Context: an optimization exercise on an open-source flow, tuned for small area, a short achievable clock period and few clock cycles per item. The choices shown serve that exercise and are no tape-out recipe.
Where RTL was checked, it was by simulation tests only, not by an equivalence proof against the original.
Power figures rest on the tool's default switching activity, not on a simulated workload.

Setup of before:
==> flow/design.v <==
package sil_pkg;
	localparam int CAPACITY_DEF = 16;
	localparam int VALUE_W      = 32;
	localparam int POS_W        = 4;
endpackage
module sil_ctrl (
	input  logic        clk,
	input  logic        arst_n,
	input  logic        start,
	input  logic        lt_pk,      
	input  logic        lt_k,       
	output logic        pk_en,      
	output logic        xfer,       
	output logic        sel_k,      
	output logic        dload,      
	output logic [16:1] msel,       
	output logic        busy,
	output logic        strobe,
	output logic [3:0]  position,
	output logic        last,
	output logic        rejected
);
	logic [4:0]  n_q;        
	logic [3:0]  rem_q;      
	logic        z_q;        
	logic        act_q;      
	logic        grow_q;     
	logic        placed_q;   
	logic        sg_q;       
	logic        sp_q;       
	logic        sx_q;       
	logic        sltp_q;     
	logic        sltk_q;     
	logic        pv_q;       
	logic        npv_q;      
	logic        xfer_q;     
	logic        dload_q;    
	logic [16:1] msel_q;     
	logic        strobe_q;
	logic [3:0]  pos_q;
	logic        last_q;
	logic        rej_q;
	logic z;
	logic take;
	logic ptake;
	logic nstart;
	logic inc;
	logic n0, n1, n15, n16;
	assign z      = z_q;
	assign n0     = (n_q == 5'd0);
	assign n1     = (n_q == 5'd1);
	assign n15    = (n_q == 5'd15);
	assign n16    = n_q[4];
	assign take   = start && npv_q;
	assign ptake  = take;
	assign nstart = xfer_q;
	assign inc    = act_q && grow_q && z;
	logic [4:0] n_d;
	logic [3:0] rem_d;
	logic       z_d;
	logic       act_d;
	logic       grow_d;
	logic       placed_d;
	logic       pv_d;
	logic       dload_d;
	logic       inc2;
	assign n_d = n_q + {4'd0, inc};
	always_comb begin
		if (!z) begin
			rem_d = rem_q - 4'd1;
			z_d   = (rem_q == 4'd1);
		end else if (nstart) begin
			rem_d = (n16 || (n15 && inc)) ? 4'd15 : 4'(n_d);
			z_d   = dload_q;
		end else begin
			rem_d = (n0 || inc) ? n_q[3:0] : n_q[3:0] - 4'd1;
			z_d   = n0 || (n1 && !inc);
		end
	end
	assign act_d    = nstart || (act_q && !z);
	assign grow_d   = nstart ? !(n16 || (n15 && inc)) : grow_q;
	assign placed_d = !z && (placed_q || sel_k);
	assign pv_d     = (!npv_q && !xfer_q) || ptake;
	assign dload_d  = n0 && !inc && !act_d;
	assign inc2     = (act_q && grow_q && !z && (rem_q == 4'd2)) ||
	                  (xfer_q && ((n1 && !inc) || (n0 && inc)));
	always_ff @(posedge clk or negedge arst_n) begin
		if (!arst_n) begin
			n_q      <= '0;
			z_q      <= 1'b1;
			act_q    <= 1'b0;
			pv_q     <= 1'b0;
			npv_q    <= 1'b1;
			xfer_q   <= 1'b0;
			dload_q  <= 1'b1;
			strobe_q <= 1'b0;
		end else begin
			n_q      <= n_d;
			z_q      <= z_d;
			act_q    <= act_d;
			pv_q     <= pv_d;
			npv_q    <= !pv_d;
			xfer_q   <= z_d && pv_d;
			dload_q  <= dload_d;
			strobe_q <= act_q;
		end
	end
	always_ff @(posedge clk) begin
		rem_q    <= rem_d;
		sg_q     <= act_d && grow_d;
		sp_q     <= z_d || placed_d;
		sx_q     <= xfer_q;
		sltp_q   <= lt_pk;
		sltk_q   <= lt_k;
		if (dload_d)   msel_q <= 16'd1;
		else if (inc2) msel_q <= {msel_q[15:1], 1'b0};
	end
	always_ff @(posedge clk) begin
		grow_q   <= grow_d;
		placed_q <= placed_d;
		pos_q    <= last_q ? 4'd0 : pos_q + 4'd1;
		last_q   <= z;
		rej_q    <= !grow_q;
	end
	assign pk_en    = npv_q;
	assign xfer     = xfer_q;
	assign sel_k    = sg_q && (sp_q || (sx_q ? sltp_q : sltk_q));
	assign dload    = dload_q;
	assign msel     = msel_q;
	assign busy     = pv_q;
	assign strobe   = strobe_q;
	assign position = pos_q;
	assign last     = last_q;
	assign rejected = rej_q;
endmodule
module sil_datapath #(
	parameter int CAPACITY = sil_pkg::CAPACITY_DEF
) (
	input  logic                               clk,
	input  logic                               pk_en,
	input  logic                               xfer,
	input  logic                               sel_k,
	input  logic                               dload,
	input  logic [16:1]                        msel,
	input  logic signed [sil_pkg::VALUE_W-1:0] value,
	output logic                               lt_pk,
	output logic                               lt_k,
	output logic signed [sil_pkg::VALUE_W-1:0] element
);
	localparam int W = sil_pkg::VALUE_W;
	function automatic logic less(input logic [W-1:0] a, input logic [W-1:0] b);
		logic [W-1:0] l, g;
		for (int i = 0; i < W; i++) begin
			if (i == W - 1) begin
				l[i] = a[i] & ~b[i];
				g[i] = ~a[i] & b[i];
			end else begin
				l[i] = ~a[i] & b[i];
				g[i] = a[i] & ~b[i];
			end
		end
		for (int s = 1; s < W; s = s * 2) begin
			for (int i = 0; i + s < W; i = i + 2 * s) begin
				l[i] = l[i+s] | (~g[i+s] & l[i]);
				g[i] = g[i+s] | (~l[i+s] & g[i]);
			end
		end
		less = l[0];
	endfunction
	logic signed [W-1:0] cells_q [CAPACITY];
	logic signed [W-1:0] k_q;      
	logic signed [W-1:0] pk_q;     
	logic signed [W-1:0] head_q;   
	logic signed [W-1:0] hn_q;     
	logic signed [W-1:0] out;
	logic signed [W-1:0] hn_d;
	assign out = sel_k ? k_q : head_q;
	always_comb begin
		hn_d = '0;
		if (msel[1] && dload) begin
			hn_d = pk_q;
		end else begin
			if (msel[1] || msel[2]) hn_d = out;
			for (int p = 2; p < CAPACITY; p++) begin
				if (msel[18-p]) hn_d = hn_d | cells_q[p];
			end
		end
	end
	assign lt_pk = less(pk_q, hn_q);
	assign lt_k  = less(k_q, hn_q);
	always_ff @(posedge clk) begin
		for (int i = 0; i < CAPACITY - 1; i++) cells_q[i] <= cells_q[i+1];
		cells_q[CAPACITY-1] <= out;
		if (xfer)       k_q <= pk_q;
		else if (sel_k) k_q <= head_q;
		if (pk_en) pk_q <= value;
		head_q <= hn_q;
		hn_q   <= hn_d;
	end
	assign element = cells_q[CAPACITY-1];
endmodule
module sorted_insert_list #(
	parameter int CAPACITY = sil_pkg::CAPACITY_DEF
) (
	input  logic                              clk,
	input  logic                              arst_n,
	input  logic                              start,
	input  logic signed [sil_pkg::VALUE_W-1:0] value,
	output logic                              busy,
	output logic                              strobe,
	output logic signed [sil_pkg::VALUE_W-1:0] element,
	output logic [sil_pkg::POS_W-1:0]         position,
	output logic                              last,
	output logic                              rejected
);
	logic       lt_pk;
	logic       lt_k;
	logic       pk_en;
	logic       xfer;
	logic       sel_k;
	logic       dload;
	logic [16:1] msel;
	sil_ctrl u_ctrl (
		.clk      (clk),
		.arst_n   (arst_n),
		.start    (start),
		.lt_pk    (lt_pk),
		.lt_k     (lt_k),
		.pk_en    (pk_en),
		.xfer     (xfer),
		.sel_k    (sel_k),
		.dload    (dload),
		.msel     (msel),
		.busy     (busy),
		.strobe   (strobe),
		.position (position),
		.last     (last),
		.rejected (rejected)
	);
	sil_datapath #(
		.CAPACITY (CAPACITY)
	) u_datapath (
		.clk     (clk),
		.pk_en   (pk_en),
		.xfer    (xfer),
		.sel_k   (sel_k),
		.dload   (dload),
		.msel    (msel),
		.value   (value),
		.lt_pk   (lt_pk),
		.lt_k    (lt_k),
		.element (element)
	);
endmodule
make LEC_CHECK=0 CAP_MARGIN=20 CORE_MARGIN=2 CORE_UTILIZATION=60 CTS_CLUSTER_DIAMETER=100 CTS_CLUSTER_SIZE=25 SETUP_SLACK_MARGIN=3.4 SLEW_MARGIN=20 finish   # period 5.5 ns
run.sh (not shown) runs the stock make flow with config.mk's settings and CLKGATE_MAP_FILE= SYNTH_SCRIPT=/design/flow/synth_recipe.tcl, a recipe that flattens the netlist after the stock synthesis.
Testbench counts of before, summed over its fixed seeds: cycles 24,991, items 2,755.
Changes in after relative to before:
-- flow/design.v --
<<< before, line 8
	input  logic        arst_n,
	input  logic        start,
	input  logic        lt_pk,      
	input  logic        lt_k,       
	output logic        pk_en,      
	output logic        xfer,       
>>> after, line 8
	input  logic        arst_n,
	input  logic        start,
	input  logic        lt_d,       
	output logic        pk_en,      
	output logic        xfer,       
<<< before, line 22
);
	logic [4:0]  n_q;        
	logic [3:0]  rem_q;      
	logic        z_q;        
>>> after, line 21
);
	logic [4:0]  n_q;        
	logic [3:0]  ph_q;       
	logic [3:0]  rem_q;      
	logic        z_q;        
<<< before, line 27
	logic        grow_q;     
	logic        placed_q;   
	logic        sg_q;       
	logic        sp_q;       
	logic        sx_q;       
	logic        sltp_q;     
	logic        sltk_q;     
	logic        pv_q;       
	logic        npv_q;      
>>> after, line 27
	logic        grow_q;     
	logic        placed_q;   
	logic        selk_q;     
	logic        pv_q;       
	logic        npv_q;      
<<< before, line 80
	assign act_d    = nstart || (act_q && !z);
	assign grow_d   = nstart ? !(n16 || (n15 && inc)) : grow_q;
	assign placed_d = !z && (placed_q || sel_k);
	assign pv_d     = (!npv_q && !xfer_q) || ptake;
	assign dload_d  = n0 && !inc && !act_d;
>>> after, line 76
	assign act_d    = nstart || (act_q && !z);
	assign grow_d   = nstart ? !(n16 || (n15 && inc)) : grow_q;
	assign placed_d = !z && (placed_q || selk_q);
	assign pv_d     = (!npv_q && !xfer_q) || ptake;
	assign dload_d  = n0 && !inc && !act_d;
<<< before, line 108
	always_ff @(posedge clk) begin
		rem_q    <= rem_d;
		sg_q     <= act_d && grow_d;
		sp_q     <= z_d || placed_d;
		sx_q     <= xfer_q;
		sltp_q   <= lt_pk;
		sltk_q   <= lt_k;
		if (dload_d)   msel_q <= 16'd1;
		else if (inc2) msel_q <= {msel_q[15:1], 1'b0};
	end
	always_ff @(posedge clk) begin
		grow_q   <= grow_d;
		placed_q <= placed_d;
		pos_q    <= last_q ? 4'd0 : pos_q + 4'd1;
		last_q   <= z;
		rej_q    <= !grow_q;
>>> after, line 104
	always_ff @(posedge clk) begin
		rem_q    <= rem_d;
		selk_q   <= act_d && grow_d && (z_d || placed_d || lt_d);
		if (dload_d)   msel_q <= 16'd1;
		else if (inc2) msel_q <= {msel_q[15:1], 1'b0};
	end
	always_ff @(posedge clk) begin
		ph_q     <= z ? 4'd0 : ph_q + 4'd1;
		grow_q   <= grow_d;
		placed_q <= placed_d;
		pos_q    <= ph_q;
		last_q   <= z;
		rej_q    <= !grow_q;
<<< before, line 125
	assign pk_en    = npv_q;
	assign xfer     = xfer_q;
	assign sel_k    = sg_q && (sp_q || (sx_q ? sltp_q : sltk_q));
	assign dload    = dload_q;
	assign msel     = msel_q;
>>> after, line 118
	assign pk_en    = npv_q;
	assign xfer     = xfer_q;
	assign sel_k    = selk_q;
	assign dload    = dload_q;
	assign msel     = msel_q;
<<< before, line 144
	input  logic [16:1]                        msel,
	input  logic signed [sil_pkg::VALUE_W-1:0] value,
	output logic                               lt_pk,
	output logic                               lt_k,
	output logic signed [sil_pkg::VALUE_W-1:0] element
);
>>> after, line 137
	input  logic [16:1]                        msel,
	input  logic signed [sil_pkg::VALUE_W-1:0] value,
	output logic                               lt_d,
	output logic signed [sil_pkg::VALUE_W-1:0] element
);
<<< before, line 187
		end
	end
	assign lt_pk = less(pk_q, hn_q);
	assign lt_k  = less(k_q, hn_q);
	always_ff @(posedge clk) begin
		for (int i = 0; i < CAPACITY - 1; i++) cells_q[i] <= cells_q[i+1];
>>> after, line 179
		end
	end
	logic lt_pk, lt_k;
	assign lt_pk = less(pk_q, hn_q);
	assign lt_k  = less(k_q, hn_q);
	assign lt_d  = xfer ? lt_pk : lt_k;
	always_ff @(posedge clk) begin
		for (int i = 0; i < CAPACITY - 1; i++) cells_q[i] <= cells_q[i+1];
<<< before, line 214
	output logic                              rejected
);
	logic       lt_pk;
	logic       lt_k;
	logic       pk_en;
	logic       xfer;
>>> after, line 208
	output logic                              rejected
);
	logic       lt_d;
	logic       pk_en;
	logic       xfer;
<<< before, line 225
		.arst_n   (arst_n),
		.start    (start),
		.lt_pk    (lt_pk),
		.lt_k     (lt_k),
		.pk_en    (pk_en),
		.xfer     (xfer),
>>> after, line 218
		.arst_n   (arst_n),
		.start    (start),
		.lt_d     (lt_d),
		.pk_en    (pk_en),
		.xfer     (xfer),
<<< before, line 248
		.msel    (msel),
		.value   (value),
		.lt_pk   (lt_pk),
		.lt_k    (lt_k),
		.element (element)
	);
>>> after, line 240
		.msel    (msel),
		.value   (value),
		.lt_d    (lt_d),
		.element (element)
	);
## What came out
The final reports for after and before show post-CTS setup repair buffer count higher in the former.
before -> after: cell count after synthesis increased slightly
Result for after and before: all clean
The pin count of the biggest net entering global routing in before is 1.2 times that in after.
after -> before: internal cell power flat
Portion of the post-synthesis area used by sequential elements | after below before
Only the layout flow was run in after; the RTL was not checked for function there.

## port drivers added, routing unchanged
The flow's constraints put no driver on any port. The routed layouts listed below were extracted and timed again, unchanged, in two steps.
Step 1 (the two cells are an assumption about what drives the block):
set clk [get_ports {clk}]
set_driving_cell -lib_cell sky130_fd_sc_hd__clkbuf_16 $clk
set_driving_cell -lib_cell sky130_fd_sc_hd__buf_2 [delete_from_list [all_inputs] $clk]
Step 2 adds t to the input delays and takes it off the output delays; t is the mean of the earliest and latest rising clock arrival at the registers after step 1. Input paths then give back, and output paths get back, about the clock's delay inside the block.
Slacks: ideal / step 1 / step 2; pairs: ideal / step 1.
| run | t (ns) | setup WS [ns] | clock arrival spread, ns |
|---|---|---|---|
| before | 0.633 | 3.312 / 3.258 / 3.405 | 0.020 / 0.020 |
| after | 0.632 | 3.162 / 3.162 / 3.162 | 0.016 / 0.016 |
After both steps every run listed still meets setup and hold.
